Context: an optimization exercise on an open-source flow, tuned for small area, a short achievable clock period and few clock cycles per item. The choices shown serve that exercise and are no tape-out recipe. RTL that was checked went through simulation tests only; none was proved equivalent to the original. For run 1, only the layout was checked, not whether the RTL still works. No activity file was given, so power comes from the tool's default toggle rates.

## config.mk

```make
export PLATFORM = sky130hd
export DESIGN_NAME = preemptive_priority_scheduler_top
export DESIGN_NICKNAME = preemptive_priority_scheduler_top
export VERILOG_FILES = /design/flow/design.v
export SDC_FILE = /design/flow/constraint.sdc
export NUM_CORES = 4
export LEC_CHECK = 0
export CAP_MARGIN = 20
export CORE_MARGIN = 2
export CORE_UTILIZATION = 45
export SETUP_SLACK_MARGIN = 3.3
export SLEW_MARGIN = 20
```

## constraint.sdc

```tcl
create_clock -name core_clock -period 6.0 [get_ports {i_clk}]
set_input_delay 1.2000 -clock core_clock [delete_from_list [all_inputs] [get_ports {i_clk}]]
set_output_delay 1.2000 -clock core_clock [all_outputs]
set_load 0.01 [all_outputs]
```

## design.v

```verilog
package pps_pkg;
    localparam logic OP_LOAD = 1'b0;
    localparam logic OP_TICK = 1'b1;
    localparam logic [31:0] SAT32 = 32'hFFFF_FFFF;
    function automatic logic [31:0] sat_add(input logic [31:0] a, input logic [31:0] b);
        logic [32:0] s;
        s = {1'b0, a} + {1'b0, b};
        sat_add = s[32] ? SAT32 : s[31:0];
    endfunction
    function automatic logic ge_u8(input logic [7:0] a, input logic [7:0] b);
        logic r;
        r = 1'b1;
        for (int i = 0; i < 8; i++) r = (a[i] & ~b[i]) | (~(a[i] ^ b[i]) & r);
        ge_u8 = r;
    endfunction
    function automatic logic gt_u8(input logic [7:0] a, input logic [7:0] b);
        logic r;
        r = 1'b0;
        for (int i = 0; i < 8; i++) r = (a[i] & ~b[i]) | (~(a[i] ^ b[i]) & r);
        gt_u8 = r;
    endfunction
    function automatic logic ge_u16(input logic [15:0] a, input logic [15:0] b);
        logic r;
        r = 1'b1;
        for (int i = 0; i < 16; i++) r = (a[i] & ~b[i]) | (~(a[i] ^ b[i]) & r);
        ge_u16 = r;
    endfunction
endpackage
module pps_task_mem (
    input  logic        i_clk,
    input  logic        i_we_load,
    input  logic        i_we_cnt,
    input  logic [15:0] i_arrival,
    input  logic [7:0]  i_prio,
    input  logic [15:0] i_rem,
    input  logic [16:0] i_d,
    output logic [15:0] o_arrival,
    output logic [7:0]  o_prio,
    output logic [15:0] o_rem,
    output logic [16:0] o_d
);
    always_ff @(posedge i_clk) begin
        if (i_we_load) begin
            o_arrival <= i_arrival;
            o_prio    <= i_prio;
        end
        if (i_we_cnt) begin
            o_rem <= i_rem;
            o_d   <= i_d;
        end
    end
endmodule
module preemptive_priority_scheduler_top
#(
    parameter int TASK_SLOTS = 16
) (
    input  logic      i_clk,
    input  logic      i_rst_n,
    input  logic      i_in_valid,
    output logic      o_in_ready,
    input  logic [44:0]  i_in_item,
    output logic         o_out_valid,
    input  logic         i_out_ready,
    output logic [166:0] o_out_item
);
    localparam int N = 16;
    logic        q_valid;
    logic [44:0] q_item;
    logic        in_op;
    logic [3:0]  in_slot;
    logic [15:0] in_arrival;
    logic [15:0] in_burst;
    logic [7:0]  in_prio;
    assign in_op      = q_item[44];
    assign in_slot    = q_item[43:40];
    assign in_arrival = q_item[39:24];
    assign in_burst   = q_item[23:8];
    assign in_prio    = q_item[7:0];
    logic [N-1:0]   r_act;
    logic [N-1:0]   r_arr;
    logic [N-1:0]   r_elig;     
    logic [N-1:0]   r_last;     
    logic [31:0]    r_now;
    logic [N*N-1:0] r_beats;    
    logic [15:0] row_arrival [0:N-1];
    logic [7:0]  row_prio    [0:N-1];
    logic [15:0] row_rem     [0:N-1];
    logic [16:0] row_d       [0:N-1];
    logic         w_valid;
    logic         w_load;
    logic [N-1:0] w_oh;
    logic [15:0]  w_rem;
    logic [15:0]  w_arr;
    logic         w_sat;
    logic [16:0]  w_d;
    logic [1:0]  f_cnt;
    logic        f_wp, f_rp;
    logic        f_room;
    logic        f_ran     [0:1];
    logic [3:0]  f_slot    [0:1];
    logic        f_fin     [0:1];
    logic        f_allfin  [0:1];
    logic        f_sat     [0:1];
    logic [16:0] f_d       [0:1];
    logic [15:0] f_arrival [0:1];
    logic [31:0] f_c;       
    logic        b_valid;
    logic        b_ran;
    logic [3:0]  b_slot;
    logic        b_fin;
    logic        b_allfin;
    logic [31:0] b_wait;
    logic [31:0] b_turn;
    logic         o_valid;
    logic         o_first;
    logic [31:0]  o_time;
    logic         o_ran;
    logic [3:0]   o_slot;
    logic         o_fin;
    logic [31:0]  o_wait;
    logic [31:0]  o_turn;
    logic         o_allfin;
    logic [31:0]  o_sum_wait;
    logic [31:0]  o_sum_turn;
    logic q_take, tick_go, load_go;
    assign q_take     = q_valid && ((in_op == pps_pkg::OP_LOAD) || f_room);
    assign tick_go    = q_valid && (in_op == pps_pkg::OP_TICK) && f_room;
    assign load_go    = q_valid && (in_op == pps_pkg::OP_LOAD);
    assign o_in_ready = !q_valid || q_take;
    always_ff @(posedge i_clk) begin
        if (!i_rst_n) begin
            q_valid <= 1'b0;
        end else if (o_in_ready) begin
            q_valid <= i_in_valid;
        end
    end
    always_ff @(posedge i_clk) begin
        if (o_in_ready) q_item <= i_in_item;
    end
    logic [N-1:0] load_sel;
    always_comb begin
        for (int i = 0; i < N; i++) load_sel[i] = load_go && (in_slot == 4'(i));
    end
    logic [N-1:0] win;       
    logic [N-1:0] win_tab;   
    logic [N-1:0] w_pend;
    assign w_pend = w_valid ? w_oh : '0;
    logic [N-1:0] killed;
    always_comb begin
        for (int i = 0; i < N; i++) begin
            killed[i] = 1'b0;
            for (int j = 0; j < N; j++) begin
                if (j > i) killed[i] = killed[i] | (r_elig[j] & !r_beats[i*N+j]);
                if (j < i) killed[i] = killed[i] | (r_elig[j] &  r_beats[j*N+i]);
            end
            win[i]     = r_elig[i] & !killed[i];
            win_tab[i] = r_elig[i] & !w_pend[i] & !killed[i];
        end
    end
    logic        hit_tick, hit_load;
    logic [16:0] d_fwd;
    assign hit_tick = |(win & w_pend) && !w_load;
    assign hit_load = |(win & w_pend) &&  w_load;
    assign d_fwd    = w_d + {16'd0, !w_sat};
    logic        ran, fin, allfin;
    logic [3:0]  win_slot;
    logic [16:0] sel_d;
    logic [15:0] sel_arrival;
    always_comb begin
        win_slot    = 4'd0;
        sel_d       = (hit_tick ? d_fwd : 17'd0) | (hit_load ? {1'b0, w_arr} : 17'd0);
        sel_arrival = 16'd0;
        for (int i = 0; i < N; i++) begin
            if (win[i]) win_slot = win_slot | 4'(i);
            sel_d       = sel_d       | (row_d[i]       & {17{win_tab[i]}});
            sel_arrival = sel_arrival | (row_arrival[i] & {16{win[i]}});
        end
    end
    assign ran    = |r_elig;
    assign fin    = |(win & r_last);
    assign allfin = ~|(r_act & ~(win & r_last));
    logic         w_rem_is2;
    logic [N-1:0] last_next;
    assign w_rem_is2 = (w_rem == 16'd2);
    always_comb begin
        for (int i = 0; i < N; i++) begin
            if (w_pend[i])
                last_next[i] = w_load ? w_rem_is2 : (row_rem[i] == 16'd3);
            else
                last_next[i] = (row_rem[i] == 16'd2);
        end
    end
    logic        now_sat;
    logic [31:0] now_next;
    assign now_sat  = &r_now;
    assign now_next = now_sat ? r_now : r_now + 32'd1;
    always_ff @(posedge i_clk) begin
        if (!i_rst_n) begin
            w_valid <= 1'b0;
        end else begin
            w_valid <= load_go || tick_go;
        end
    end
    always_ff @(posedge i_clk) begin
        w_load <= load_go;
        w_oh   <= load_go ? load_sel : win;
        w_rem  <= (in_burst == 16'd0) ? 16'd1 : in_burst;
        w_arr  <= in_arrival;
        w_sat  <= now_sat;
        w_d    <= sel_d;
    end
    logic [15:0] w_row_rem;
    always_comb begin
        w_row_rem = 16'd0;
        for (int i = 0; i < N; i++) w_row_rem = w_row_rem | (row_rem[i] & {16{w_oh[i]}});
    end
    logic [15:0] bus_rem;
    logic [16:0] bus_d;
    assign bus_rem = w_load ? w_rem : (w_row_rem - 16'd1);
    assign bus_d   = w_load ? {1'b0, w_arr} : d_fwd;
    genvar g;
    generate
        for (g = 0; g < N; g++) begin : g_row
            pps_task_mem u_row (
                .i_clk     (i_clk),
                .i_we_load (load_sel[g]),
                .i_we_cnt  (w_pend[g]),
                .i_arrival (in_arrival),
                .i_prio    (in_prio),
                .i_rem     (bus_rem),
                .i_d       (bus_d),
                .o_arrival (row_arrival[g]),
                .o_prio    (row_prio[g]),
                .o_rem     (row_rem[g]),
                .o_d       (row_d[g])
            );
        end
    endgenerate
    logic [N-1:0] in_ge, in_gt;
    always_comb begin
        for (int j = 0; j < N; j++) begin
            in_ge[j] = pps_pkg::ge_u8(in_prio, row_prio[j]);
            in_gt[j] = pps_pkg::gt_u8(in_prio, row_prio[j]);
        end
    end
    always_ff @(posedge i_clk) begin
        for (int i = 0; i < N; i++) begin
            for (int j = i + 1; j < N; j++) begin
                if (load_sel[i])      r_beats[i*N+j] <= in_ge[j];
                else if (load_sel[j]) r_beats[i*N+j] <= !in_gt[i];
            end
        end
    end
    logic in_arrived;
    assign in_arrived = (|r_now[31:16]) || pps_pkg::ge_u16(r_now[15:0], in_arrival);
    logic [N-1:0] act_n, arr_n;
    always_comb begin
        act_n = r_act;
        arr_n = r_arr;
        for (int i = 0; i < N; i++) begin
            if (load_sel[i]) begin
                act_n[i] = 1'b1;
                arr_n[i] = in_arrived;
            end else if (tick_go) begin
                if (win[i] && r_last[i]) act_n[i] = 1'b0;
                if (row_arrival[i] == now_next[15:0]) arr_n[i] = 1'b1;
            end
        end
    end
    always_ff @(posedge i_clk) begin
        for (int i = 0; i < N; i++) begin
            if (load_sel[i]) begin
                r_last[i] <= (in_burst[15:1] == 15'd0);
            end else if (tick_go && win[i]) begin
                r_last[i] <= last_next[i];
            end
        end
        r_arr <= arr_n;
    end
    always_ff @(posedge i_clk) begin
        if (!i_rst_n) begin
            r_act  <= '0;
            r_elig <= '0;
            r_now  <= 32'd0;
        end else begin
            r_act  <= act_n;
            r_elig <= act_n & arr_n;
            if (tick_go) r_now <= now_next;
        end
    end
    logic b_move, o_move, f_pop;
    assign o_move = !o_valid || i_out_ready;
    assign b_move = !b_valid || o_move;
    assign f_pop  = (f_cnt != 2'd0) && b_move;
    logic [1:0] f_cnt_n;
    assign f_cnt_n = f_cnt + {1'b0, tick_go} - {1'b0, f_pop};
    always_ff @(posedge i_clk) begin
        if (!i_rst_n) begin
            f_cnt  <= 2'd0;
            f_wp   <= 1'b0;
            f_rp   <= 1'b0;
            f_room <= 1'b1;
            f_c    <= 32'd1;
        end else begin
            f_cnt  <= f_cnt_n;
            f_room <= (f_cnt_n != 2'd2);
            if (tick_go) f_wp <= !f_wp;
            if (f_pop) begin
                f_rp <= !f_rp;
                f_c  <= f_sat[f_rp] ? 32'd0 : (f_c + 32'd1);
            end
        end
    end
    always_ff @(posedge i_clk) begin
        for (int e = 0; e < 2; e++) begin
            if (tick_go && (f_wp == e[0])) begin
                f_ran[e]     <= ran;
                f_slot[e]    <= win_slot;
                f_fin[e]     <= fin;
                f_allfin[e]  <= allfin;
                f_sat[e]     <= now_sat;
                f_d[e]       <= sel_d;
                f_arrival[e] <= sel_arrival;
            end
        end
    end
    logic        h_ran, h_fin, h_allfin, h_sat;
    logic [3:0]  h_slot;
    logic [16:0] h_d;
    logic [15:0] h_arrival;
    assign h_ran     = f_ran[f_rp];
    assign h_slot    = f_slot[f_rp];
    assign h_fin     = f_fin[f_rp];
    assign h_allfin  = f_allfin[f_rp];
    assign h_sat     = f_sat[f_rp];
    assign h_d       = f_d[f_rp];
    assign h_arrival = f_arrival[f_rp];
    logic [31:0] wait_v;
    logic [31:0] turn_v;
    assign wait_v = f_c + {15'h7FFF, ~h_d};
    assign turn_v = (h_sat && (h_arrival == 16'd0)) ? pps_pkg::SAT32
                                                     : (f_c - {16'd0, h_arrival});
    always_ff @(posedge i_clk) begin
        if (!i_rst_n) begin
            b_valid <= 1'b0;
        end else if (b_move) begin
            b_valid <= f_pop;
        end
    end
    always_ff @(posedge i_clk) begin
        if (f_pop) begin
            b_ran    <= h_ran;
            b_slot   <= h_slot;
            b_fin    <= h_fin;
            b_allfin <= h_allfin;
            b_wait   <= h_ran ? wait_v : 32'd0;
            b_turn   <= h_fin ? turn_v : 32'd0;
        end
    end
    logic o_load;
    assign o_load = o_move && b_valid;
    always_ff @(posedge i_clk) begin
        if (!i_rst_n) begin
            o_valid    <= 1'b0;
            o_first    <= 1'b1;
            o_sum_wait <= 32'd0;
            o_sum_turn <= 32'd0;
        end else begin
            if (o_move) o_valid <= b_valid;
            if (o_load) begin
                o_first <= 1'b0;
                if (b_fin) begin
                    o_sum_wait <= pps_pkg::sat_add(o_sum_wait, b_wait);
                    o_sum_turn <= pps_pkg::sat_add(o_sum_turn, b_turn);
                end
            end
        end
    end
    always_ff @(posedge i_clk) begin
        if (o_load) begin
            o_time   <= o_first ? 32'd0 : pps_pkg::sat_add(o_time, 32'd1);
            o_ran    <= b_ran;
            o_slot   <= b_slot;
            o_fin    <= b_fin;
            o_wait   <= b_wait;
            o_turn   <= b_turn;
            o_allfin <= b_allfin;
        end
    end
    assign o_out_valid = o_valid;
    assign o_out_item  = {o_time, o_ran, o_slot, o_fin, o_wait, o_turn, o_allfin,
                          o_sum_wait, o_sum_turn};
endmodule
```

## run.sh

```bash
#!/bin/bash
# synth_recipe.tcl (not shown) runs the flow's synth.tcl, then flattens the netlist and writes it again
# the make line also repeats each setting of config.mk as NAME=value (left out here)
make -C /OpenROAD-flow-scripts/flow DESIGN_CONFIG=/design/flow/config.mk WORK_HOME=/design/flow/orfs CLKGATE_MAP_FILE= SYNTH_SCRIPT=/design/flow/synth_recipe.tcl finish
```

==> run_results.csv, run 1 <==
group,metric,value,unit
global_route,antenna_found_initial,7,
critical_path,crit_type,"register to register",
critical_path,required,6.74,ns
critical_path,endpoint_kind,"register",
worst_hold_path,worstHoldEndpoint,"w_rem[4]",
timing,rsz0062_at_grt,"yes",
finish,final_cell_area,97200,µm²
clock_network,cts_hold_buf,0,
logic_synthesis,yosys_warnings,20,
power_and_ir_drop,powerDensity,303,nW/µm²
worst_hold_path,hold_path.class,"register to register",
logic_synthesis,syn_nets,6476,
timing,fmax,292,MHz
critical_path,crit_slowest_cell,"nor4_4",
power_and_ir_drop,p_int,0.0213,W
placement,placed_cells,8422,
power_and_ir_drop,pwr-share-comb,0.179,
finish,area_growth,30.2,%
routing,drc,0,
clock_network,clock-sinks,1602,
critical_path,cp_num_cells,14,
routing,ant_nets,0,
logic_synthesis,syn-cell-area,74600,µm²
critical_path,critPathMaxFanout,7,
power_and_ir_drop,seqPwrFrac,0.460,
status,status,"no timing/DRC/antenna violations",
die,core,165000,µm²
power_and_ir_drop,p_leak,36.0,nW
timing,finalHoldViolCount,0,
global_route,first_global_vias,55919,
power_and_ir_drop,sw_frac_of_total,0.275,
finish,fin_cells,9326,
clock_network,cts_root_buf,"clkbuf_16",
worst_hold_path,worstHoldStart,"q_item[12]",
critical_path,crit_chain,"nand4_1 -> nor4_4 -> nand4_1 -> buf_6 -> and3_4 -> buf_12 -> xnor2_4 -> buf_12 -> buf_6 -> buf_8 -> xnor2_4 -> a211oi_4 -> nand4_1 -> a21boi_1",
placement,dpl.hpwl,178000,µm
critical_path,regToRegStartpoint,"r_now[16]",
finish,drive_above_1_share,0.281,
routing,finalWirelength,282000,µm
power_and_ir_drop,peakVddDrop,0.000334,V
die,start_util,0.453,
timing,slew_headroom,0.252,
logic_synthesis,synth_edf_count,1349,
flow_run,drv_cap,0,
routing,vias,58712,
die,ios,218,
clock_network,clk_pin_slew,0.06,ns
global_route,overflow,0,
routing,vias_per_cell,6.30,
logic_synthesis,syn_inst,6191,
worst_hold_path,min_delay_path_depth,0,
placement,place.gp.congestion,0.996,
die,rows,149,
clock_network,htreeDepth,4,
clock_network,cts_tree,"built",
routing,routedWlPerCell,30.2,µm
clock_network,clock_latency,0.84,ns
global_route,grt_max_degree,90,
critical_path,critPathTopFamily,"simple AND/OR/NAND/NOR gates",
critical_path,worst-r2r-cell-count,14,
timing,finalClockSkew,0.0326,ns
critical_path,r2r_setup_slack,2.57,ns
finish,nets,7278,
clock_network,cts_inserted_buffers,174,
logic_synthesis,async_reset_ff_frac,0,
routing,initialDrtViolationCount,7546,
die,die_area,169000,µm²
timing,fin_setup_tns,0,ns
critical_path,slowest_delay,0.42,ns
global_route,grt.total_usage,0.318,
logic_synthesis,ys_seq_area_frac,0.611,
critical_path,r2r-end,"r_elig[10]",
placement,place_area,80600,µm²
global_route,grt_first_pass_wirelength,391000,µm
logic_synthesis,syn_avg_cell_area,12.1,µm²
critical_path,crit_path_frequent_cell,"nand4_1",
timing,finalMaxSlewViolations,0,
logic_synthesis,synth-seq-cells,1602,
finish,final_core_util,0.590,
logic_synthesis,synth_flop_cell,"edfxtp_1",
critical_path,crit_arrival,4.17,ns
power_and_ir_drop,switchingPower,0.00810,W
die,fp.dieH,411,µm
timing,worstMarginPinSlew,1.11,ns
critical_path,critPathLaunchType,"register",
critical_path,path_buf_inv,5,
placement,io_buffers,217,
logic_synthesis,ys_types,82,
power_and_ir_drop,clockPowerShare,0.361,
clock_network,clockBufferDepth,3,
routing,firstDrtPassIters,6,
timing,period_minus_slack,3.43,ns
timing,finalSetupViolCount,0,
die,die_w,411,µm
timing,finalCritPeriodShare,0.571,
power_and_ir_drop,p_total,0.0294,W
## final cells by class
| type | count | area, µm² |
|---|---|---|
| inverter | 276 | 1120 |
| clock buffer | 216 | 4710 |
| sequential | 1602 | 45800 |
| tap | 2189 | 2740 |
| timing repair buffer | 965 | 9770 |
| clock inverter | 103 | 876 |
| antenna | 1 | 2.50 |
| timing repair inverter | 1 | 7.51 |
| fill | 13140 | 67600 |
| multi-input combinational | 3973 | 32200 |
## cell usage in the layout, fill, tap and decap left out, types with 190 or more instances in the layout
cell type  synthesis  final
a22oi_1          216    190
buf_4              4    473
clkbuf_16          0    190
edfxtp_1        1349   1349
ha_1             232    200
inv_1            270    236
nand2_1          454    420
nor2_1           269    212
o21ai_0          391    224
xnor2_1          231    195
## cell usage after synthesis, drive strengths merged, types with 17 or more instances
cell type  instances  area, µm²
edfxtp          1349      40500
nand2            454       1700
o21ai            392       1960
clkbuf           321       1200
inv              270       1010
nor2             269       1010
dfxtp            253       5060
a21oi            235       1180
xnor2            235       2100
ha               232       2900
a22oi            216       1620
xor2             170       1490
nand3            141        706
nand4            139        870
a21o             125        938
nor4             121        785
a221oi           118       1030
o21a             116        871
a22o             112        981
nor3              91        455
nand2b            83        519
and2              79        494
and3              54        338
or3               49        307
mux2i             47        474
a31oi             38        238
nor3b             34        255
buf               30        143
o2111ai           30        263
o22ai             28        175
o211ai            27        203
a21boi            25        188
nor2b             24        150
a211oi            22        165
and4              20        175
a2111oi           19        168
o31ai             18        135
o311ai            17        149
## stage by stage
step	setup slack, ns	hold slack, ns
after floorplan	2.81	0.400
after global placement	1.16	0.360
after detailed placement	1.15	0.359
after CTS	2.61	0.373
after global routing	2.51	0.383
final	2.57	0.371
## cells by family after synthesis
family	count (synthesis)	share of synthesized area
xor+xnor	405	0.0481
buf+inv	627	0.0319
flops	1602	0.611
compound gates	1641	0.151
fa+ha+maj	236	0.0400
mux	58	0.00801
simple gates	1622	0.111
## power groups by stage
stage          clock (W)  sequential, W  combinational, W
2_1_floorplan          0         0.0137           0.00268
3_3_place_gp           0         0.0138           0.00407
3_5_place_dp           0         0.0138           0.00414
4_1_cts           0.0107         0.0135           0.00492
5_1_grt           0.0112         0.0136           0.00570
6_report          0.0106         0.0135           0.00527
## worst max path at each step
stage                     slack, ns         from        endpoint
final                          2.57    r_now[16]      r_elig[10]
after global routing           2.51         f_rp      b_turn[18]
after CTS                      2.61    r_now[24]      r_elig[11]
after detailed placement       1.15    r_now[12]      r_elig[12]
after global placement         1.16    r_now[12]      r_elig[12]
after floorplan                2.81  i_out_ready  o_sum_wait[10]
## state kept, by name (all words and copies together) (netlist names), 17 cells and up
register	count
b_turn	32
b_wait	32
f_arrival	32
f_c	32
f_d	34
g_row.u_row.o_arrival	256
g_row.u_row.o_d	272
g_row.u_row.o_prio	128
g_row.u_row.o_rem	256
o_sum_turn	32
o_sum_wait	32
o_time	32
o_turn	32
o_wait	32
q_item	45
r_beats	120
r_now	32
w_d	17
## per-layer routing
metal / vias to the layer above / global-route usage / wire length (µm)
met5: - / 0 / 13
met4: 2 / 0.148 / 17000
met2: 3580 / 0.508 / 128000
li1: 25234 / - / -
met1: 29014 / 0.417 / 107000
met3: 882 / 0.0619 / 29100
## repair_timing
item,4_1_cts,5_1_grt
endpoints found under the setup margin,1307,750
resized for setup,1149,680
buffers inserted,313,234
pin swaps,221,271
cloned,21,15
==> inputs of run 2 (changes only) <==
--- a/design.v
+++ b/design.v
@@ -2,10 +2,31 @@
     localparam logic OP_LOAD = 1'b0;
     localparam logic OP_TICK = 1'b1;
     localparam logic [31:0] SAT32 = 32'hFFFF_FFFF;
+    function automatic logic [32:0] add32(input logic [31:0] a, input logic [31:0] b,
+                                          input logic cin);
+        logic [31:0] g, p, gn, pn, t;
+        t  = a ^ b;
+        g  = a & b;
+        p  = t;
+        g[0] = g[0] | (t[0] & cin);
+        for (int d = 1; d < 32; d = d * 2) begin
+            gn = g;
+            pn = p;
+            for (int i = d; i < 32; i++) begin
+                gn[i] = g[i] | (p[i] & g[i-d]);
+                pn[i] = p[i] & p[i-d];
+            end
+            g = gn;
+            p = pn;
+        end
+        add32[0] = t[0] ^ cin;
+        for (int i = 1; i < 32; i++) add32[i] = t[i] ^ g[i-1];
+        add32[32] = g[31];
+    endfunction
     function automatic logic [31:0] sat_add(input logic [31:0] a, input logic [31:0] b);
         logic [32:0] s;
-        s = {1'b0, a} + {1'b0, b};
-        sat_add = s[32] ? SAT32 : s[31:0];
+        s = add32(a, b, 1'b0);
+        sat_add = s[31:0] | {32{s[32]}};
     endfunction
     function automatic logic ge_u8(input logic [7:0] a, input logic [7:0] b);
         logic r;
@@ -81,6 +102,8 @@
     logic [N-1:0]   r_elig;     
     logic [N-1:0]   r_last;     
     logic [31:0]    r_now;
+    logic           r_nsat;     
+    logic [15:0]    r_np1;      
     logic [N*N-1:0] r_beats;    
     logic [15:0] row_arrival [0:N-1];
     logic [7:0]  row_prio    [0:N-1];
@@ -104,6 +127,7 @@
     logic [16:0] f_d       [0:1];
     logic [15:0] f_arrival [0:1];
     logic [31:0] f_c;       
+    logic        f_first;   
     logic        b_valid;
     logic        b_ran;
     logic [3:0]  b_slot;
@@ -161,7 +185,9 @@
     logic [16:0] d_fwd;
     assign hit_tick = |(win & w_pend) && !w_load;
     assign hit_load = |(win & w_pend) &&  w_load;
-    assign d_fwd    = w_d + {16'd0, !w_sat};
+    logic [32:0] d_fwd_s;
+    assign d_fwd_s  = pps_pkg::add32({15'd0, w_d}, 32'd0, !w_sat);
+    assign d_fwd    = d_fwd_s[16:0];
     logic        ran, fin, allfin;
     logic [3:0]  win_slot;
     logic [16:0] sel_d;
@@ -191,9 +217,11 @@
         end
     end
     logic        now_sat;
+    logic [32:0] now_inc;
     logic [31:0] now_next;
-    assign now_sat  = &r_now;
-    assign now_next = now_sat ? r_now : r_now + 32'd1;
+    assign now_sat  = r_nsat;
+    assign now_inc  = pps_pkg::add32(r_now, 32'd0, 1'b1);
+    assign now_next = now_sat ? r_now : now_inc[31:0];
     always_ff @(posedge i_clk) begin
         if (!i_rst_n) begin
             w_valid <= 1'b0;
@@ -216,7 +244,9 @@
     end
     logic [15:0] bus_rem;
     logic [16:0] bus_d;
-    assign bus_rem = w_load ? w_rem : (w_row_rem - 16'd1);
+    logic [32:0] rem_dec;
+    assign rem_dec = pps_pkg::add32({16'd0, w_row_rem}, 32'hFFFF_FFFF, 1'b0);
+    assign bus_rem = w_load ? w_rem : rem_dec[15:0];
     assign bus_d   = w_load ? {1'b0, w_arr} : d_fwd;
     genvar g;
     generate
@@ -263,7 +293,7 @@
                 arr_n[i] = in_arrived;
             end else if (tick_go) begin
                 if (win[i] && r_last[i]) act_n[i] = 1'b0;
-                if (row_arrival[i] == now_next[15:0]) arr_n[i] = 1'b1;
+                if (row_arrival[i] == r_np1) arr_n[i] = 1'b1;
             end
         end
     end
@@ -282,10 +312,16 @@
             r_act  <= '0;
             r_elig <= '0;
             r_now  <= 32'd0;
+            r_nsat <= 1'b0;
+            r_np1  <= 16'd1;
         end else begin
             r_act  <= act_n;
             r_elig <= act_n & arr_n;
-            if (tick_go) r_now <= now_next;
+            if (tick_go) begin
+                r_now  <= now_next;
+                r_nsat <= r_nsat || (&r_now[31:1]);
+                r_np1  <= r_np1 + 16'd1;
+            end
         end
     end
     logic b_move, o_move, f_pop;
@@ -299,18 +335,25 @@
             f_cnt  <= 2'd0;
             f_wp   <= 1'b0;
             f_rp   <= 1'b0;
-            f_room <= 1'b1;
-            f_c    <= 32'd1;
+            f_room  <= 1'b1;
+            f_first <= 1'b1;
         end else begin
             f_cnt  <= f_cnt_n;
             f_room <= (f_cnt_n != 2'd2);
             if (tick_go) f_wp <= !f_wp;
             if (f_pop) begin
-                f_rp <= !f_rp;
-                f_c  <= f_sat[f_rp] ? 32'd0 : (f_c + 32'd1);
+                f_rp    <= !f_rp;
+                f_first <= 1'b0;
             end
         end
     end
+    logic [31:0] c_eff;
+    logic [32:0] c_inc;
+    assign c_eff = f_first ? 32'd1 : f_c;
+    assign c_inc = pps_pkg::add32(c_eff, 32'd0, 1'b1);
+    always_ff @(posedge i_clk) begin
+        if (f_pop) f_c <= f_sat[f_rp] ? 32'd0 : c_inc[31:0];
+    end
     always_ff @(posedge i_clk) begin
         for (int e = 0; e < 2; e++) begin
             if (tick_go && (f_wp == e[0])) begin
@@ -335,11 +378,14 @@
     assign h_sat     = f_sat[f_rp];
     assign h_d       = f_d[f_rp];
     assign h_arrival = f_arrival[f_rp];
+    logic [32:0] wait_s;
+    logic [32:0] turn_s;
     logic [31:0] wait_v;
     logic [31:0] turn_v;
-    assign wait_v = f_c + {15'h7FFF, ~h_d};
-    assign turn_v = (h_sat && (h_arrival == 16'd0)) ? pps_pkg::SAT32
-                                                     : (f_c - {16'd0, h_arrival});
+    assign wait_s = pps_pkg::add32(c_eff, {15'h7FFF, ~h_d}, 1'b0);
+    assign turn_s = pps_pkg::add32(c_eff, {16'hFFFF, ~h_arrival}, 1'b1);
+    assign wait_v = wait_s[31:0];
+    assign turn_v = (h_sat && (h_arrival == 16'd0)) ? pps_pkg::SAT32 : turn_s[31:0];
     always_ff @(posedge i_clk) begin
         if (!i_rst_n) begin
             b_valid <= 1'b0;
@@ -361,19 +407,17 @@
     assign o_load = o_move && b_valid;
     always_ff @(posedge i_clk) begin
         if (!i_rst_n) begin
-            o_valid    <= 1'b0;
-            o_first    <= 1'b1;
-            o_sum_wait <= 32'd0;
-            o_sum_turn <= 32'd0;
+            o_valid <= 1'b0;
+            o_first <= 1'b1;
         end else begin
             if (o_move) o_valid <= b_valid;
-            if (o_load) begin
-                o_first <= 1'b0;
-                if (b_fin) begin
-                    o_sum_wait <= pps_pkg::sat_add(o_sum_wait, b_wait);
-                    o_sum_turn <= pps_pkg::sat_add(o_sum_turn, b_turn);
-                end
-            end
+            if (o_load) o_first <= 1'b0;
+        end
+    end
+    always_ff @(posedge i_clk) begin
+        if (o_load) begin
+            o_sum_wait <= pps_pkg::sat_add(o_first ? 32'd0 : o_sum_wait, b_fin ? b_wait : 32'd0);
+            o_sum_turn <= pps_pkg::sat_add(o_first ? 32'd0 : o_sum_turn, b_turn);
         end
     end
     always_ff @(posedge i_clk) begin
--- a/config.mk
+++ b/config.mk
@@ -8,5 +8,6 @@
 export CAP_MARGIN = 20
 export CORE_MARGIN = 2
 export CORE_UTILIZATION = 45
-export SETUP_SLACK_MARGIN = 3.3
+export SETUP_SLACK_MARGIN = 3.6
 export SLEW_MARGIN = 20
+export TNS_END_PERCENT = 5
==> run 2 against run 1 <==
- largest power group unchanged
- core utilization fell by 3.3 points
- highest routed layer is now met4
- register-to-register slack improved by 0.10 ns
- critical endpoint is now o_sum_wait[29]
- sequential cell count up 18
- first-iteration DRC count decreased by 16%
- still clean on timing, DRC and antenna
- die area rose by 0.18%
- synthesized area increased by 0.18%
- global-route usage decreased by 4.0 points
- sequential share of layout area grew 4.1 points
==> run_results.csv, run 2 <==
group,metric,value,unit
routing,initialDrtViolationCount,6345,
logic_synthesis,yosysTopAreaCell,"edfxtp_1",
die,core,165000,µm²
timing,finalMaxSlewViolations,0,
critical_path,critPathMaxFanout,7,
logic_synthesis,synth_edf_count,1445,
logic_synthesis,syn-cell-area,74800,µm²
power_and_ir_drop,p_total,0.0319,W
power_and_ir_drop,peakVddDrop,0.000321,V
timing,finalClockSkew,0.0677,ns
logic_synthesis,synth_flop_cell,"edfxtp_1",
global_route,overflow,0,
timing,layout_setup_ws,2.67,ns
logic_synthesis,syn_inst,5960,
finish,regMostFlops,"g_row.u_row.o_d",
finish,fill_cells,13525,
clock_network,clock_latency,0.85,ns
critical_path,crit_type,"register to register",
clock_network,cts_root_buf,"clkbuf_16",
power_and_ir_drop,sw_frac_of_total,0.284,
timing,fin_setup_tns,0,ns
clock_network,htreeDepth,4,
logic_synthesis,synthTopCellsByCount,"1,445 x edfxtp_1, 504 x nand2_1, 379 x xnor2_1",
critical_path,crit_arrival,3.90,ns
timing,finalHoldViolCount,0,
logic_synthesis,syn_nets,6246,
power_and_ir_drop,clockPowerShare,0.337,
global_route,grt_max_degree,167,
power_and_ir_drop,p_int,0.0228,W
placement,place.gp.congestion,0.987,
die,fp.dieH,412,µm
timing,worstMarginPinSlew,1.06,ns
critical_path,critPathLaunchType,"register",
finish,fin_cells,8866,
power_and_ir_drop,powerDensity,348,nW/µm²
die,die_w,412,µm
power_and_ir_drop,seqPwrFrac,0.451,
routing,ant_nets,0,
timing,slew_headroom,0.288,
die,start_util,0.453,
finish,largest_reg_flops,272,
worst_hold_path,hold_path.class,"register to register",
finish,area_growth,22.8,%
logic_synthesis,yosysMostFrequentCell,"edfxtp_1",
die,die_area,169000,µm²
power_and_ir_drop,switchingPower,0.00906,W
critical_path,endpoint_kind,"register",
global_route,antenna_found_initial,5,
clock_network,clk_pin_slew,0.07,ns
clock_network,clockBufferDepth,3,
placement,dpl.hpwl,156000,µm
finish,final_common_cell,"edfxtp_1",
logic_synthesis,yosys-top-cells-area,"edfxtp_1 58%, dfxtp_1 4.7%, xnor2_1 4.4%",
die,ios,218,
global_route,grt.total_usage,0.278,
placement,dp_slack,1.57,ns
logic_synthesis,ys_types,101,
clock_network,cts_inserted_buffers,172,
routing,vias_per_cell,6.08,
logic_synthesis,syn_avg_cell_area,12.5,µm²
clock_network,clock-sinks,1620,
critical_path,required,6.57,ns
finish,register_area,47000,µm²
timing,finalSetupViolCount,0,
placement,placed_cells,8215,
power_and_ir_drop,pwr-share-comb,0.212,
die,rows,149,
finish,final_cell_mix,"1,445 x edfxtp_1, 483 x nand2_1, 373 x xnor2_1, 339 x buf_4, 269 x a22oi_1",
routing,finalWirelength,248000,µm
clock_network,cts_tree,"built",
logic_synthesis,synth_top_area_share,0.580,
status,status,"no timing/DRC/antenna violations",
finish,top_regs,"g_row.u_row.o_d x272, g_row.u_row.o_arrival x256, g_row.u_row.o_rem x256",
logic_synthesis,async_reset_ff_frac,0,
logic_synthesis,yosys_warnings,20,
timing,finalCritPeriodShare,0.555,
timing,rsz0062_at_grt,"yes",
logic_synthesis,synth-seq-cells,1620,
power_and_ir_drop,p_leak,32.9,nW
timing,fmax,300,MHz
finish,nets,6821,
global_route,first_global_vias,51442,
routing,firstDrtPassIters,6,
logic_synthesis,ys_seq_area_frac,0.627,
timing,period_minus_slack,3.33,ns
flow_run,drv_cap,0,
finish,drive_above_1_share,0.185,
routing,routedWlPerCell,28.0,µm
routing,vias,53901,
routing,drc,0,
finish,multi_input_area,28000,µm²
placement,io_buffers,217,
global_route,grt_first_pass_wirelength,347000,µm
-- run 2: cell types whose count changed after synthesis, sizes merged, moves of 79 or more --
cell / previous run / this run
buf: 30 / 137
clkbuf: 321 / 177
edfxtp: 1349 / 1445
nor2b: 24 / 116
xnor2: 235 / 379
xor2: 170 / 91
-- run 2: logic make-up (layout without fill, tap and decap cells) --
group / Yosys count / count (layout) / share of synthesized area
fa+ha+maj: 237 / 237 / 0.0401
buf+inv: 580 / 1291 / 0.0322
mux: 54 / 54 / 0.00745
xor+xnor: 470 / 470 / 0.0551
flops: 1620 / 1620 / 0.627
simple gates: 1647 / 1648 / 0.115
compound gates: 1352 / 1354 / 0.123
other cells: 0 / 3 / 0
-- run 2: power by group through the flow --
| stage | Sequential (W) | Clock (W) | Combinational, W |
|---|---|---|---|
| 2_1_floorplan | 0.0144 | 0 | 0.00334 |
| 3_3_place_gp | 0.0147 | 0 | 0.00511 |
| 3_5_place_dp | 0.0147 | 0 | 0.00518 |
| 4_1_cts | 0.0144 | 0.0109 | 0.00602 |
| 5_1_grt | 0.0145 | 0.0113 | 0.00734 |
| 6_report | 0.0144 | 0.0107 | 0.00678 |
-- run 2: what timing repair did --
item | CTS | global route
endpoints found under the hold margin | 0 | 0
gates cloned | 6 | 23
hold buffers | 0 | 0
buffers inserted | 114 | 191
setup endpoints to repair | 1434 | 1599
gates resized for setup | 253 | 506
pin swaps | 63 | 200
-- run 2: stage by stage --
step           cell area (µm²)  hold slack, ns  utilization
3_5_place_dp             79700           0.358        0.483
5_1_grt                  91800           0.375        0.556
6_report                 91800           0.361        0.556
4_1_cts                  87600           0.365        0.531
3_3_place_gp             79700           0.357        0.483
2_1_floorplan            74800           0.400            -
-- run 2: layout make-up --
cell class	count	area share
clock buffers	227	0.0510
clock inverters	86	0.0116
well taps	2189	0.0298
diodes	3	0.0000818
repair buffers	712	0.0791
inverters	266	0.0121
flip-flops and latches	1620	0.512
multi-input cells	3763	0.305
-- run 2: critical path: stages, from the launching register on --
cell and delay, ns:
edfxtp_1 0.46, buf_6 0.18, and2_4 0.14, ha_4 0.15
inv_2 0.05, fa_2 0.23, nor2b_4 0.05, o31a_1 0.29
o311a_1 0.35, o21ai_2 0.20, a21boi_2 0.09, o21ai_2 0.18
o21ai_2 0.11, a21boi_4 0.24, buf_6 0.16, a21bo_1 0.19
-- run 2: worst paths after layout --
| path | slack (ns) | endpoint | start | depth (start not counted) |
|---|---|---|---|---|
| setup / recovery | 2.67 | o_sum_wait[29] | b_fin | 15 |
| setup reg to reg | 2.67 | o_sum_wait[29] | b_fin | 15 |
| hold reg to reg | 0.36 | w_rem[9] | q_item[17] | 0 |
| hold / removal | 0.36 | w_rem[9] | q_item[17] | 0 |
-- run 2: per-layer routing --
| metal | share of wire | up-vias | global-route usage |
|---|---|---|---|
| met5 | 0 | - | 0 |
| met4 | 0.047 | 0 | 0.107 |
| met3 | 0.089 | 642 | 0.0483 |
| met2 | 0.47 | 2930 | 0.454 |
| met1 | 0.39 | 26745 | 0.370 |
| li1 | - | 23584 | - |
Testbench counts of run 2, summed over its fixed seeds: cycles 12,832, items 8,334.
==> inputs of run 3 (changes only) <==
--- a/config.mk
+++ b/config.mk
@@ -8,6 +8,5 @@
 export CAP_MARGIN = 20
 export CORE_MARGIN = 2
 export CORE_UTILIZATION = 45
-export SETUP_SLACK_MARGIN = 3.6
+export SETUP_SLACK_MARGIN = 3.3
 export SLEW_MARGIN = 20
-export TNS_END_PERCENT = 5
==> run 3 against run 2 <==
- design area rose by 2.9%
- still clean
- core utilization is 1.6 points higher
- hold slack better by 0.0093 ns
==> run_results.csv, run 3 <==
group,metric,value,unit
status,status,"no timing/DRC/antenna violations",
clock_network,htreeDepth,4,
timing,finalCritPeriodShare,0.546,
routing,firstDrtPassIters,7,
global_route,grt.total_usage,0.285,
finish,final_common_cell,"edfxtp_1",
timing,finalHoldViolCount,0,
die,rows,149,
critical_path,required,6.53,ns
finish,fill_cells,13326,
clock_network,cts_inserted_buffers,170,
power_and_ir_drop,peakVddDrop,0.000325,V
finish,final_cell_area,94500,µm²
die,start_util,0.453,
routing,ant_nets,0,
global_route,grt_first_pass_wirelength,356000,µm
logic_synthesis,syn_inst,5960,
finish,top_regs,"g_row.u_row.o_d x272, g_row.u_row.o_arrival x256, g_row.u_row.o_rem x256",
placement,place_area,80000,µm²
placement,dpl.hpwl,156000,µm
global_route,overflow,0,
flow_run,drv_cap,0,
logic_synthesis,syn_nets,6246,
timing,slew_headroom,0.257,
global_route,first_global_vias,52765,
die,fp.dieH,412,µm
clock_network,clock-sinks,1620,
timing,finalMaxSlewViolations,0,
logic_synthesis,synth_flop_cell,"edfxtp_1",
logic_synthesis,syn-cell-area,74800,µm²
placement,placed_cells,8210,
critical_path,crit_type,"register to register",
logic_synthesis,syn_avg_cell_area,12.5,µm²
finish,drive_above_1_share,0.254,
die,die_w,412,µm
timing,rsz0062_at_grt,"yes",
clock_network,clock_latency,0.81,ns
logic_synthesis,synthTopCellsByCount,"1,445 x edfxtp_1, 504 x nand2_1, 379 x xnor2_1",
routing,initialDrtViolationCount,6600,
worst_hold_path,hold_path.class,"register to register",
logic_synthesis,synth-seq-cells,1620,
timing,period_minus_slack,3.28,ns
finish,fin_cells,9004,
finish,register_area,47000,µm²
die,die_area,169000,µm²
clock_network,clockBufferDepth,3,
placement,io_buffers,217,
finish,regMostFlops,"g_row.u_row.o_d",
power_and_ir_drop,p_total,0.0325,W
die,ios,218,
logic_synthesis,ys_seq_area_frac,0.627,
timing,worstMarginPinSlew,1.10,ns
timing,finalSetupViolCount,0,
clock_network,cts_root_buf,"clkbuf_16",
logic_synthesis,ys_types,101,
timing,whs,0.370,ns
die,core,165000,µm²
logic_synthesis,yosys-top-cells-area,"edfxtp_1 58%, dfxtp_1 4.7%, xnor2_1 4.4%",
routing,routedWlPerCell,28.1,µm
clock_network,cts_tree,"built",
critical_path,critPathLaunchType,"register",
finish,largest_reg_flops,272,
placement,place.gp.congestion,0.996,
global_route,antenna_found_initial,5,
logic_synthesis,yosys_warnings,20,
clock_network,clk_pin_slew,0.06,ns
finish,multi_input_area,29500,µm²
logic_synthesis,async_reset_ff_frac,0,
finish,nets,6957,
routing,vias,55074,
logic_synthesis,yosysTopAreaCell,"edfxtp_1",
logic_synthesis,synth_top_area_share,0.580,
critical_path,crit_arrival,3.81,ns
global_route,grt_max_degree,86,
finish,area_growth,26.4,%
logic_synthesis,synth_edf_count,1445,
routing,finalWirelength,253000,µm
timing,fmax,305,MHz
power_and_ir_drop,powerDensity,344,nW/µm²
logic_synthesis,yosysMostFrequentCell,"edfxtp_1",
critical_path,critPathMaxFanout,8,
critical_path,endpoint_kind,"register",
routing,vias_per_cell,6.12,
finish,final_cell_mix,"1,445 x edfxtp_1, 461 x nand2_1, 379 x buf_4, 364 x xnor2_1, 272 x a22oi_1",
timing,fin_setup_tns,0,ns
timing,finalClockSkew,0.0316,ns
power_and_ir_drop,p_leak,34.3,nW
routing,drc,0,
run 3: cell count changes in the layout (fill, tap and decap cells not counted), moves of 24 or more:
cell,delta
a21oi_1,-29
a21oi_2,+32
buf_2,+67
buf_4,+40
buf_6,+92
clkdlybuf4s15_1,+42
clkdlybuf4s50_1,-168
dlygate4sd2_1,+24
nor2_1,-24
o21ai_0,-115
o21ai_2,+90
o21ai_4,+26
run 3: cells by family after synthesis:
group / Yosys count / synth area share
DFF: 1620 / 0.627
buffers and inverters: 580 / 0.0322
and+or+nand+nor: 1647 / 0.115
AOI/OAI and AO/OA: 1352 / 0.123
adders and majority gates: 237 / 0.0401
xor gates and xnor gates: 470 / 0.0551
muxes: 54 / 0.00745
run 3: report_power, final:
part | internal [W] | leakage (nW) | switching [W]
clock network | 0.00626 | 2.80 | 0.00454
logic | 0.00333 | 16.8 | 0.00408
registers | 0.0137 | 14.7 | 0.000664
run 3: what timing repair did:
action,4_1_cts,5_1_grt
hold buffers,0,0
gates resized for setup,1091,636
setup endpoints to repair,1250,720
gates cloned,28,20
setup buffers,285,144
pin swaps,144,258
hold endpoints to repair,0,0
run 3: path summary, 6_finish.rpt:
kind,from,to,slack [ns],cells past startpoint
max,f_rp,b_wait[25],2.72,12
min,q_item[21],w_rem[13],0.37,0
max reg2reg,f_rp,b_wait[25],2.72,12
min reg2reg,q_item[21],w_rem[13],0.37,0
run 3: worst max-delay path, stage by stage (launching register included):
cell	delay, ns
dfxtp_4	0.41
buf_12	0.14
mux2i_4	0.26
ha_1	0.26
a21o_1	0.16
a21oi_2	0.16
o21a_1	0.20
o31ai_4	0.11
or4_4	0.44
a311o_2	0.47
nand2b_4	0.20
xnor2_2	0.14
nor2_1	0.06
run 3: final cells by class:
| type | instances | area share |
|---|---|---|
| Inverter | 266 | 0.0116 |
| Timing Repair Buffer | 846 | 0.0898 |
| Antenna cell | 1 | 0.0000265 |
| Multi-Input combinational cell | 3766 | 0.312 |
| Clock inverter | 92 | 0.0103 |
| Timing Repair inverter | 1 | 0.0000795 |
| Clock buffer | 223 | 0.0500 |
| Sequential cell | 1620 | 0.497 |
| Tap cell | 2189 | 0.0290 |
run 3: stage by stage:
stage               worst slack [ns]  utilization
global placement                1.74        0.485
detailed placement              1.67        0.485
floorplan                       1.77            -
finish                          2.72        0.573
global route                    2.63        0.573
CTS                             2.72        0.551
run 3: layer usage:
| layer | track usage | up-vias | share of wire |
|---|---|---|---|
| met5 | 0 | - | 0.00013 |
| met4 | 0.124 | 4 | 0.052 |
| met3 | 0.0546 | 750 | 0.099 |
| met2 | 0.461 | 3165 | 0.46 |
| met1 | 0.375 | 27217 | 0.38 |
| li1 | - | 23938 | - |
==> inputs of run 4 (changes only) <==
--- a/config.mk
+++ b/config.mk
@@ -10,3 +10,4 @@
 export CORE_UTILIZATION = 45
 export SETUP_SLACK_MARGIN = 3.3
 export SLEW_MARGIN = 20
+export TNS_END_PERCENT = 10
==> run 4 against run 3 <==
- still clean
- global-route usage is 0.48 points lower
- power down 2.7%
- clock skew is 0.037 ns higher
- critical endpoint is now o_sum_wait[29]
- highest routed layer unchanged
==> run_results.csv, run 4 <==
group,metric,value,unit
power_and_ir_drop,p_leak,32.1,nW
clock_network,clock_latency,0.85,ns
finish,fill_cells,13677,
logic_synthesis,yosys-top-cells-area,"edfxtp_1 58%, dfxtp_1 4.7%, xnor2_1 4.4%",
timing,layout_setup_ws,2.67,ns
routing,firstDrtPassIters,6,
power_and_ir_drop,powerDensity,353,nW/µm²
logic_synthesis,synthTopCellsByCount,"1,445 x edfxtp_1, 504 x nand2_1, 379 x xnor2_1",
routing,routedWlPerCell,27.9,µm
finish,drive_above_1_share,0.158,
critical_path,crit_arrival,3.90,ns
logic_synthesis,yosysMostFrequentCell,"edfxtp_1",
logic_synthesis,synth_flop_cell,"edfxtp_1",
logic_synthesis,yosys_warnings,20,
worst_hold_path,min_delay_path_depth,0,
timing,finalMaxSlewViolations,0,
logic_synthesis,ys_types,101,
clock_network,clockBufferDepth,3,
finish,final_common_cell,"edfxtp_1",
routing,initialDrtViolationCount,6334,
worst_hold_path,worstHoldStart,"q_item[17]",
critical_path,slowest_delay,0.46,ns
timing,finalCritPeriodShare,0.555,
timing,finalSetupViolCount,0,
routing,vias_per_cell,6.07,
global_route,grt_first_pass_wirelength,349000,µm
routing,vias,53146,
logic_synthesis,synth_edf_count,1445,
finish,fin_cells,8749,
routing,finalWirelength,244000,µm
placement,placed_cells,8215,
critical_path,regToRegStartpoint,"b_fin",
finish,area_growth,20.1,%
power_and_ir_drop,peakVddDrop,0.000314,V
timing,rsz0062_at_grt,"yes",
finish,final_cell_mix,"1,445 x edfxtp_1, 483 x nand2_1, 375 x xnor2_1, 278 x buf_4, 270 x a22oi_1",
status,status,"no timing/DRC/antenna violations",
power_and_ir_drop,switchingPower,0.00897,W
global_route,antenna_found_initial,5,
finish,top_regs,"g_row.u_row.o_d x272, g_row.u_row.o_arrival x256, g_row.u_row.o_rem x256",
clock_network,cts_tree,"built",
critical_path,critPathMaxFanout,7,
global_route,grt_max_degree,167,
critical_path,crit_slowest_cell,"edfxtp_1",
die,fp.dieH,412,µm
power_and_ir_drop,seqPwrFrac,0.455,
critical_path,required,6.57,ns
critical_path,crit_chain,"buf_6 -> and2_4 -> ha_4 -> inv_2 -> fa_2 -> nor2b_4 -> o31a_1 -> o311a_1 -> o21ai_2 -> a21boi_2 -> o21ai_2 -> o21ai_2 -> a21boi_4 -> buf_6 -> a21bo_1",
worst_hold_path,worstHoldEndpoint,"w_rem[9]",
power_and_ir_drop,clockPowerShare,0.339,
routing,drc,0,
critical_path,crit_path_frequent_cell,"o21ai_2",
flow_run,drv_cap,0,
die,core,165000,µm²
power_and_ir_drop,p_int,0.0227,W
finish,regMostFlops,"g_row.u_row.o_d",
clock_network,clk_pin_slew,0.07,ns
critical_path,critPathLaunchType,"register",
timing,finalClockSkew,0.0685,ns
die,rows,149,
worst_hold_path,hold_path.class,"register to register",
timing,worstMarginPinSlew,1.15,ns
critical_path,r2r-end,"o_sum_wait[29]",
logic_synthesis,async_reset_ff_frac,0,
routing,ant_nets,0,
placement,dp_slack,1.57,ns
placement,io_buffers,217,
critical_path,r2r_setup_slack,2.67,ns
global_route,grt.total_usage,0.281,
clock_network,cts_root_buf,"clkbuf_16",
logic_synthesis,syn_avg_cell_area,12.5,µm²
logic_synthesis,yosysTopAreaCell,"edfxtp_1",
logic_synthesis,ys_seq_area_frac,0.627,
timing,slew_headroom,0.235,
timing,fin_setup_tns,0,ns
power_and_ir_drop,sw_frac_of_total,0.283,
die,die_area,169000,µm²
timing,period_minus_slack,3.33,ns
timing,fmax,300,MHz
die,die_w,412,µm
finish,nets,6705,
logic_synthesis,syn_nets,6246,
timing,finalHoldViolCount,0,
placement,dpl.hpwl,156000,µm
logic_synthesis,synth-seq-cells,1620,
global_route,overflow,0,
critical_path,endpoint_kind,"register",
logic_synthesis,synth_top_area_share,0.580,
logic_synthesis,syn-cell-area,74800,µm²
clock_network,cts_inserted_buffers,172,
critical_path,crit_type,"register to register",
power_and_ir_drop,pwr-share-comb,0.206,
placement,place.gp.congestion,0.987,
die,ios,218,
clock_network,clock-sinks,1620,
clock_network,cts_hold_buf,0,
critical_path,worst-r2r-cell-count,15,
finish,largest_reg_flops,272,
die,start_util,0.453,
logic_synthesis,syn_inst,5960,
power_and_ir_drop,p_total,0.0317,W
global_route,first_global_vias,51659,
clock_network,htreeDepth,4,
-- run 4: power by group through the flow --
stage / logic [W] / registers (W) / clock network [W]
6_report: 0.00653 / 0.0144 / 0.0107
5_1_grt: 0.00709 / 0.0145 / 0.0113
4_1_cts: 0.00621 / 0.0144 / 0.0109
3_5_place_dp: 0.00518 / 0.0147 / 0
3_3_place_gp: 0.00511 / 0.0147 / 0
2_1_floorplan: 0.00334 / 0.0144 / 0
-- run 4: logic make-up after synthesis --
logic type               after synthesis  synth area share
buffers and inverters                580            0.0322
AND/OR/NAND/NOR                     1647             0.115
adder cells (fa/ha/maj)              237            0.0401
XOR/XNOR                             470            0.0551
AO/OA/AOI/OAI                       1352             0.123
multiplexers                          54           0.00745
flip-flops                          1620             0.627
-- run 4: how the worst max path moves through the flow --
stage           startpoint        endpoint  slack, ns  cells after the start
6_report             b_fin  o_sum_wait[29]       2.67                     15
4_1_cts               f_rp      b_wait[23]       2.79                     10
5_1_grt              b_fin  o_sum_wait[29]       2.57                     15
3_3_place_gp       o_first  o_sum_wait[19]       1.65                     13
2_1_floorplan  i_out_ready          f_room       1.74                      9
3_5_place_dp       o_first  o_sum_wait[19]       1.57                     13
-- run 4: stage by stage --
step	area, µm²	hold slack [ns]	util
4_1_cts	88400	0.365	0.536
6_report	89800	0.361	0.544
3_3_place_gp	79700	0.357	0.483
5_1_grt	89800	0.375	0.544
3_5_place_dp	79700	0.358	0.483
2_1_floorplan	74800	0.400	-
-- run 4: area by class of cell --
| type | count | area (µm²) | share of cell area |
|---|---|---|---|
| clock buffers | 227 | 4680 | 0.0521 |
| inverters | 266 | 1050 | 0.0117 |
| flip-flops and latches | 1620 | 47000 | 0.523 |
| repair buffers | 597 | 5970 | 0.0665 |
| multi-input cells | 3762 | 27300 | 0.304 |
| clock inverters | 86 | 1070 | 0.0119 |
| diodes | 2 | 5.00 | 0.0000557 |
| well taps | 2189 | 2740 | 0.0305 |
-- run 4: what timing repair did --
item                        CTS  global route
gates cloned                 13             6
setup buffers               152            48
setup endpoints to repair  1258           926
gates resized for setup     336           208
pin swaps                    97            82
-- run 4: critical path, delay by kind of cell (launching register included) --
| family | cells | cell delay (ns) |
|---|---|---|
| AO/OA/AOI/OAI | 8 | 1.65 |
| flip-flops | 1 | 0.46 |
| buffers and inverters | 3 | 0.39 |
| adder cells (fa/ha/maj) | 2 | 0.38 |
| AND/OR/NAND/NOR | 2 | 0.20 |
-- run 4: routing by layer --
| layer | global-route usage | wire length, µm | up-vias |
|---|---|---|---|
| li1 | - | - | 23352 |
| met1 | 0.375 | 96300 | 26374 |
| met2 | 0.456 | 115000 | 2847 |
| met3 | 0.0481 | 21900 | 571 |
| met4 | 0.108 | 10400 | 2 |
| met5 | 0 | 16 | - |
==> inputs of run 5 (changes only) <==
--- a/config.mk
+++ b/config.mk
@@ -5,9 +5,9 @@
 export SDC_FILE = /design/flow/constraint.sdc
 export NUM_CORES = 4
 export LEC_CHECK = 0
-export CAP_MARGIN = 20
+export CAP_MARGIN = 5
 export CORE_MARGIN = 2
 export CORE_UTILIZATION = 45
 export SETUP_SLACK_MARGIN = 3.3
-export SLEW_MARGIN = 20
+export SLEW_MARGIN = 5
 export TNS_END_PERCENT = 10
==> run 5 against run 4 <==
- still clean on timing, DRC and antenna
- hold slack got worse by 0.047 ns
- routed wire length fell by 0.29%
- synthesized cell count did not move
- sequential cell count did not move
- power barely moved
==> run_results.csv, run 5 <==
group,metric,value,unit
die,die_w,412,µm
logic_synthesis,yosysMostFrequentCell,"edfxtp_1",
die,fp.dieH,412,µm
power_and_ir_drop,seqPwrFrac,0.455,
placement,dpl.hpwl,156000,µm
power_and_ir_drop,p_int,0.0226,W
timing,finalHoldViolCount,0,
power_and_ir_drop,p_total,0.0317,W
global_route,grt_max_degree,167,
timing,finalClockSkew,0.0786,ns
clock_network,clock_latency,0.84,ns
die,rows,149,
global_route,antenna_found_initial,5,
logic_synthesis,syn-cell-area,74800,µm²
clock_network,clk_pin_slew,0.06,ns
power_and_ir_drop,pwr-share-comb,0.212,
timing,slew_headroom,0.198,
power_and_ir_drop,sw_frac_of_total,0.285,
logic_synthesis,synth_edf_count,1445,
routing,ant_nets,0,
timing,rsz0062_at_grt,"yes",
finish,nets,6720,
timing,finalSetupViolCount,0,
placement,place.gp.congestion,0.987,
placement,placed_cells,8214,
power_and_ir_drop,powerDensity,353,nW/µm²
critical_path,required,6.56,ns
clock_network,clockBufferDepth,3,
placement,io_buffers,217,
timing,fmax,307,MHz
finish,largest_reg_flops,272,
clock_network,cts_root_buf,"clkbuf_16",
finish,fin_cells,8770,
finish,area_growth,20.2,%
finish,register_area,47000,µm²
logic_synthesis,yosys_warnings,20,
logic_synthesis,yosysTopAreaCell,"edfxtp_1",
finish,regMostFlops,"g_row.u_row.o_d",
timing,finalCritPeriodShare,0.543,
routing,routedWlPerCell,27.7,µm
worst_hold_path,worstHoldStart,"q_item[17]",
critical_path,regToRegStartpoint,"b_fin",
routing,vias,53214,
power_and_ir_drop,clockPowerShare,0.334,
timing,period_minus_slack,3.26,ns
routing,drc,0,
power_and_ir_drop,p_leak,32.1,nW
logic_synthesis,ys_seq_area_frac,0.627,
logic_synthesis,synthTopCellsByCount,"1,445 x edfxtp_1, 504 x nand2_1, 379 x xnor2_1",
logic_synthesis,syn_inst,5960,
finish,fill_cells,13694,
clock_network,cts_inserted_buffers,172,
power_and_ir_drop,peakVddDrop,0.000326,V
clock_network,clock-sinks,1620,
critical_path,crit_start,"b_fin",
finish,drive_above_1_share,0.164,
global_route,first_global_vias,51719,
critical_path,crit_arrival,3.82,ns
logic_synthesis,yosys-top-cells-area,"edfxtp_1 58%, dfxtp_1 4.7%, xnor2_1 4.4%",
status,status,"no timing/DRC/antenna violations",
worst_hold_path,hold_path.class,"register to register",
critical_path,crit_type,"register to register",
logic_synthesis,syn_avg_cell_area,12.5,µm²
logic_synthesis,synth_top_area_share,0.580,
die,ios,218,
placement,place_area,79700,µm²
global_route,grt_first_pass_wirelength,349000,µm
critical_path,critPathMaxFanout,8,
finish,final_cell_area,89800,µm²
timing,fin_setup_tns,0,ns
timing,worstMarginPinSlew,1.20,ns
die,start_util,0.453,
die,core,165000,µm²
routing,finalWirelength,243000,µm
logic_synthesis,ys_types,101,
routing,initialDrtViolationCount,6118,
routing,vias_per_cell,6.07,
timing,finalMaxSlewViolations,0,
global_route,overflow,0,
finish,final_cell_mix,"1,445 x edfxtp_1, 475 x nand2_1, 374 x xnor2_1, 288 x buf_4, 274 x a22oi_1",
finish,top_regs,"g_row.u_row.o_d x272, g_row.u_row.o_arrival x256, g_row.u_row.o_rem x256",
finish,multi_input_area,27500,µm²
critical_path,critPathLaunchType,"register",
routing,firstDrtPassIters,8,
critical_path,endpoint_kind,"register",
global_route,grt.total_usage,0.280,
finish,final_common_cell,"edfxtp_1",
logic_synthesis,syn_nets,6246,
die,die_area,169000,µm²
clock_network,cts_tree,"built",
logic_synthesis,async_reset_ff_frac,0,
flow_run,drv_cap,0,
logic_synthesis,synth-seq-cells,1620,
power_and_ir_drop,switchingPower,0.00904,W
clock_network,htreeDepth,4,
logic_synthesis,synth_flop_cell,"edfxtp_1",
==> run 5: layout make-up <==
type                    instances  area share
clock buffers                 217      0.0505
repair buffers                612      0.0665
multi-input cells            3761       0.306
well taps                    2189      0.0305
diodes                          1   0.0000279
flip-flops and latches       1620       0.523
clock inverters               103      0.0119
repair inverters                1   0.0000836
inverters                     266      0.0118
==> run 5: per-layer routing <==
layer / up-vias / global-route usage / wire [µm]
met5: - / 0 / 11
met4: 2 / 0.113 / 10900
met3: 617 / 0.0470 / 20400
met2: 2785 / 0.458 / 115000
met1: 26416 / 0.372 / 96600
li1: 23394 / - / -
==> run 5: per-stage QoR <==
step	worst slack, ns	hold WS, ns	utilization
2_1_floorplan	1.74	0.400	-
3_3_place_gp	1.65	0.357	0.483
3_5_place_dp	1.59	0.358	0.483
4_1_cts	2.77	0.316	0.535
5_1_grt	2.62	0.330	0.545
6_report	2.74	0.314	0.545
==> run 5: final timing paths <==
path	endpoint	slack (ns)	cells after the start
min	w_rem[9]	0.31	0
min reg2reg	w_rem[9]	0.31	0
max reg2reg	o_sum_wait[29]	2.74	15
max	o_sum_wait[29]	2.74	15
==> run 5: power by group through the flow <==
stage,combinational (W),sequential [W],clock (W)
4_1_cts,0.00610,0.0144,0.0107
2_1_floorplan,0.00334,0.0144,0
6_report,0.00670,0.0144,0.0106
3_5_place_dp,0.00518,0.0147,0
5_1_grt,0.00725,0.0145,0.0111
3_3_place_gp,0.00511,0.0147,0
==> run 5: cell families (layout without fill, tap and decap cells) <==
family / after synthesis / in the layout / share of synthesized area
buf+inv: 580 / 1199 / 0.0322
other cells: 0 / 1 / 0
simple gates: 1647 / 1647 / 0.115
xor+xnor: 470 / 470 / 0.0551
compound gates: 1352 / 1353 / 0.123
flops: 1620 / 1620 / 0.627
mux: 54 / 54 / 0.00745
fa+ha+maj: 237 / 237 / 0.0401
==> run 5: worst max-delay path: stages, from the launching register on <==
cell and delay [ns]:
edfxtp_1 0.40, buf_6 0.16, and2_4 0.14, ha_4 0.16, inv_2 0.06, fa_2 0.23
nor2b_4 0.05, o31a_1 0.31, o311a_4 0.35, o21ai_4 0.17, a21boi_2 0.09, o21ai_2 0.18
o21ai_2 0.10, a21boi_4 0.26, buf_6 0.15, a21bo_1 0.19
==> run 5: timing repair <==
action,4_1_cts,5_1_grt
pin swaps,115,90
endpoints found under the hold margin,0,0
cloned,15,4
setup buffers,159,57
setup endpoints to repair,1236,946
hold buffers,0,0
resized for setup,369,201
==> inputs of run 6 (changes only) <==
--- a/config.mk
+++ b/config.mk
@@ -8,6 +8,6 @@
 export CAP_MARGIN = 5
 export CORE_MARGIN = 2
 export CORE_UTILIZATION = 45
-export SETUP_SLACK_MARGIN = 3.3
+export SETUP_SLACK_MARGIN = 2.9
 export SLEW_MARGIN = 5
 export TNS_END_PERCENT = 10
==> run 6 against run 5 <==
- largest cell class unchanged
- die area is the same
- synthesized area unchanged
- first-iteration DRC count grew 0.87%
- combinational power decreased by 8.2%
- design area shrank 2.4%
- sequential power is essentially flat
- sequential cell count unchanged
- clock-buffer cell count unchanged
- highest routed layer is now met4
- core utilization fell by 1.3 points
==> run_results.csv, run 6 <==
group,metric,value,unit
critical_path,critPathLaunchType,"register",
logic_synthesis,yosysTopAreaCell,"edfxtp_1",
clock_network,clock_latency,0.84,ns
critical_path,path_buf_inv,3,
timing,rsz0062_at_grt,"yes",
finish,final_cell_mix,"1,445 x edfxtp_1, 498 x nand2_1, 377 x xnor2_1, 274 x a22oi_1, 272 x o21ai_0",
critical_path,critPathTopFamily,"compound AO/OA/AOI/OAI gates",
worst_hold_path,worstHoldStart,"q_item[17]",
clock_network,clockBufferDepth,3,
finish,multi_input_area,26500,µm²
critical_path,crit_start,"o_first",
power_and_ir_drop,p_leak,31.3,nW
critical_path,crit_slowest_cell,"dfxtp_4",
clock_network,cts_tree,"built",
power_and_ir_drop,powerDensity,355,nW/µm²
routing,drc,0,
clock_network,cts_root_buf,"clkbuf_16",
critical_path,slowest_delay,0.44,ns
logic_synthesis,yosys-top-cells-area,"edfxtp_1 58%, dfxtp_1 4.7%, xnor2_1 4.4%",
clock_network,clock-sinks,1620,
routing,ant_nets,0,
routing,firstDrtPassIters,5,
logic_synthesis,yosys_warnings,20,
routing,vias_per_cell,6.03,
die,core,165000,µm²
finish,register_area,46900,µm²
placement,place.gp.congestion,0.987,
logic_synthesis,synth_edf_count,1445,
die,die_w,412,µm
global_route,antenna_found_initial,4,
timing,finalHoldViolCount,0,
routing,vias,52317,
timing,fmax,302,MHz
finish,top_regs,"g_row.u_row.o_d x272, g_row.u_row.o_arrival x256, g_row.u_row.o_rem x256",
timing,finalClockSkew,0.0741,ns
global_route,grt.busiest_layer,"met2",
logic_synthesis,syn_nets,6246,
routing,routedWlPerCell,27.5,µm
clock_network,cts_inserted_buffers,172,
global_route,grt_max_degree,167,
logic_synthesis,synth_top_area_share,0.580,
timing,period_minus_slack,3.31,ns
critical_path,crit_chain,"buf_6 -> nor2b_1 -> ha_1 -> inv_1 -> fa_2 -> nor2b_1 -> o31a_1 -> o221a_4 -> a21o_1 -> nand2_1 -> a41oi_2 -> o41ai_4 -> buf_6 -> or2b_1",
worst_hold_path,hold_path.class,"register to register",
power_and_ir_drop,peakVddDrop,0.000328,V
logic_synthesis,synthTopCellsByCount,"1,445 x edfxtp_1, 504 x nand2_1, 379 x xnor2_1",
flow_run,drv_cap,0,
logic_synthesis,syn-cell-area,74800,µm²
logic_synthesis,async_reset_ff_frac,0,
die,ios,218,
clock_network,htreeDepth,4,
global_route,grt_first_pass_wirelength,345000,µm
finish,final_core_util,0.531,
critical_path,crit_type,"register to register",
die,die_area,169000,µm²
placement,io_buffers,217,
finish,area_growth,17.2,%
logic_synthesis,synth_flop_cell,"edfxtp_1",
global_route,first_global_vias,51013,
finish,final_common_cell,"edfxtp_1",
timing,worstMarginPinSlew,1.15,ns
finish,regMostFlops,"g_row.u_row.o_d",
die,rows,149,
finish,fill_cells,13924,
logic_synthesis,yosysMostFrequentCell,"edfxtp_1",
timing,finalSetupViolCount,0,
clock_network,cts_hold_buf,0,
logic_synthesis,synth-seq-cells,1620,
die,fp.dieH,412,µm
critical_path,crit_arrival,3.88,ns
timing,slew_headroom,0.225,
global_route,grt.total_usage,0.277,
critical_path,regToRegStartpoint,"o_first",
global_route,met2_usage,0.452,
critical_path,critPathMaxFanout,6,
finish,drive_above_1_share,0.127,
die,start_util,0.453,
timing,finalMaxSlewViolations,0,
finish,nets,6621,
routing,finalWirelength,239000,µm
logic_synthesis,ys_seq_area_frac,0.627,
placement,dpl.hpwl,156000,µm
timing,finalCritPeriodShare,0.552,
global_route,grt_use_met1,0.369,
status,status,"no timing/DRC/antenna violations",
logic_synthesis,syn_inst,5960,
routing,initialDrtViolationCount,6171,
clock_network,clk_pin_slew,0.06,ns
critical_path,required,6.56,ns
critical_path,endpoint_kind,"register",
global_route,overflow,0,
global_route,grtUsageMet3,0.0470,
timing,fin_setup_tns,0,ns
logic_synthesis,ys_types,101,
logic_synthesis,syn_avg_cell_area,12.5,µm²
finish,largest_reg_flops,272,
[run 6: cell count changes in the layout (fill, tap and decap cells not counted), moves of 8 or more]
cell	before	now
o21ai_0	264	272
inv_1	227	235
buf_6	57	19
nand2_2	23	5
buf_4	288	252
nand2_1	475	498
ha_1	196	210
mux2i_1	20	31
ha_4	30	15
buf_12	24	12
a21oi_1	164	188
a21oi_2	34	11
[run 6: cell families after synthesis]
logic type / after synthesis / synth area share
AND/OR/NAND/NOR: 1647 / 0.115
buffers and inverters: 580 / 0.0322
multiplexers: 54 / 0.00745
adder cells (fa/ha/maj): 237 / 0.0401
XOR/XNOR: 470 / 0.0551
flip-flops: 1620 / 0.627
AO/OA/AOI/OAI: 1352 / 0.123
[run 6: report_power, final]
part           leakage [nW]  internal [W]  total [W]  switching, W
combinational          13.9       0.00275    0.00615       0.00340
sequential             14.7        0.0137     0.0144      0.000735
clock                  2.69       0.00591     0.0106       0.00466
[run 6: per-layer routing]
layer | vias to the layer above | share of wire
met1 | 25895 | 0.40
li1 | 23204 | -
met2 | 2677 | 0.47
met3 | 541 | 0.087
met4 | 0 | 0.041
met5 | - | 0
[run 6: worst reg2reg max path, delay by kind of cell, from the launching register on]
kind,cells,cell delay [ns]
simple gates,4,0.42
fa+ha+maj,2,0.41
buf+inv,3,0.42
compound gates,5,1.38
flops,1,0.44
[run 6: worst paths after layout]
| check | end | slack, ns | cells after the start |
|---|---|---|---|
| setup reg to reg | o_sum_turn[0] | 2.69 | 14 |
| setup / recovery | o_sum_turn[0] | 2.69 | 14 |
| hold / removal | w_rem[9] | 0.31 | 0 |
| hold reg to reg | w_rem[9] | 0.31 | 0 |
[run 6: final cells by class]
class                   count  area share
diodes                      2   0.0000571
clock buffers             217      0.0517
clock inverters           103      0.0122
inverters                 266      0.0117
multi-input cells        3761       0.302
flip-flops and latches   1620       0.535
well taps                2189      0.0312
repair buffers            514      0.0552
[run 6: per-stage QoR]
step                      worst slack [ns]  hold WS, ns  instance area (µm²)  cells  power (W)
after floorplan                       1.74        0.400                74800   5960     0.0178
after global placement                1.65        0.357                79700   8214     0.0199
after detailed placement              1.59        0.358                79700   8214     0.0199
after CTS                             2.58        0.316                86900   8629     0.0311
after global routing                  2.52        0.330                87700   8670     0.0323
final                                 2.69        0.313                87700   8672     0.0311
[run 6: what timing repair did]
action,4_1_cts,5_1_grt
endpoints found under the setup margin,709,673
buffers inserted,88,40
pin swaps,42,35
gates cloned,7,1
hold endpoints to repair,0,0
gates resized for setup,144,123

Setup slack of run 6, layout unchanged: 2.685 ns with ideal ports, 2.604 ns with driving cells assumed (clock clkbuf_16, inputs buf_2), 2.684 ns with port delays also shifted by the 0.895 ns mid clock arrival.
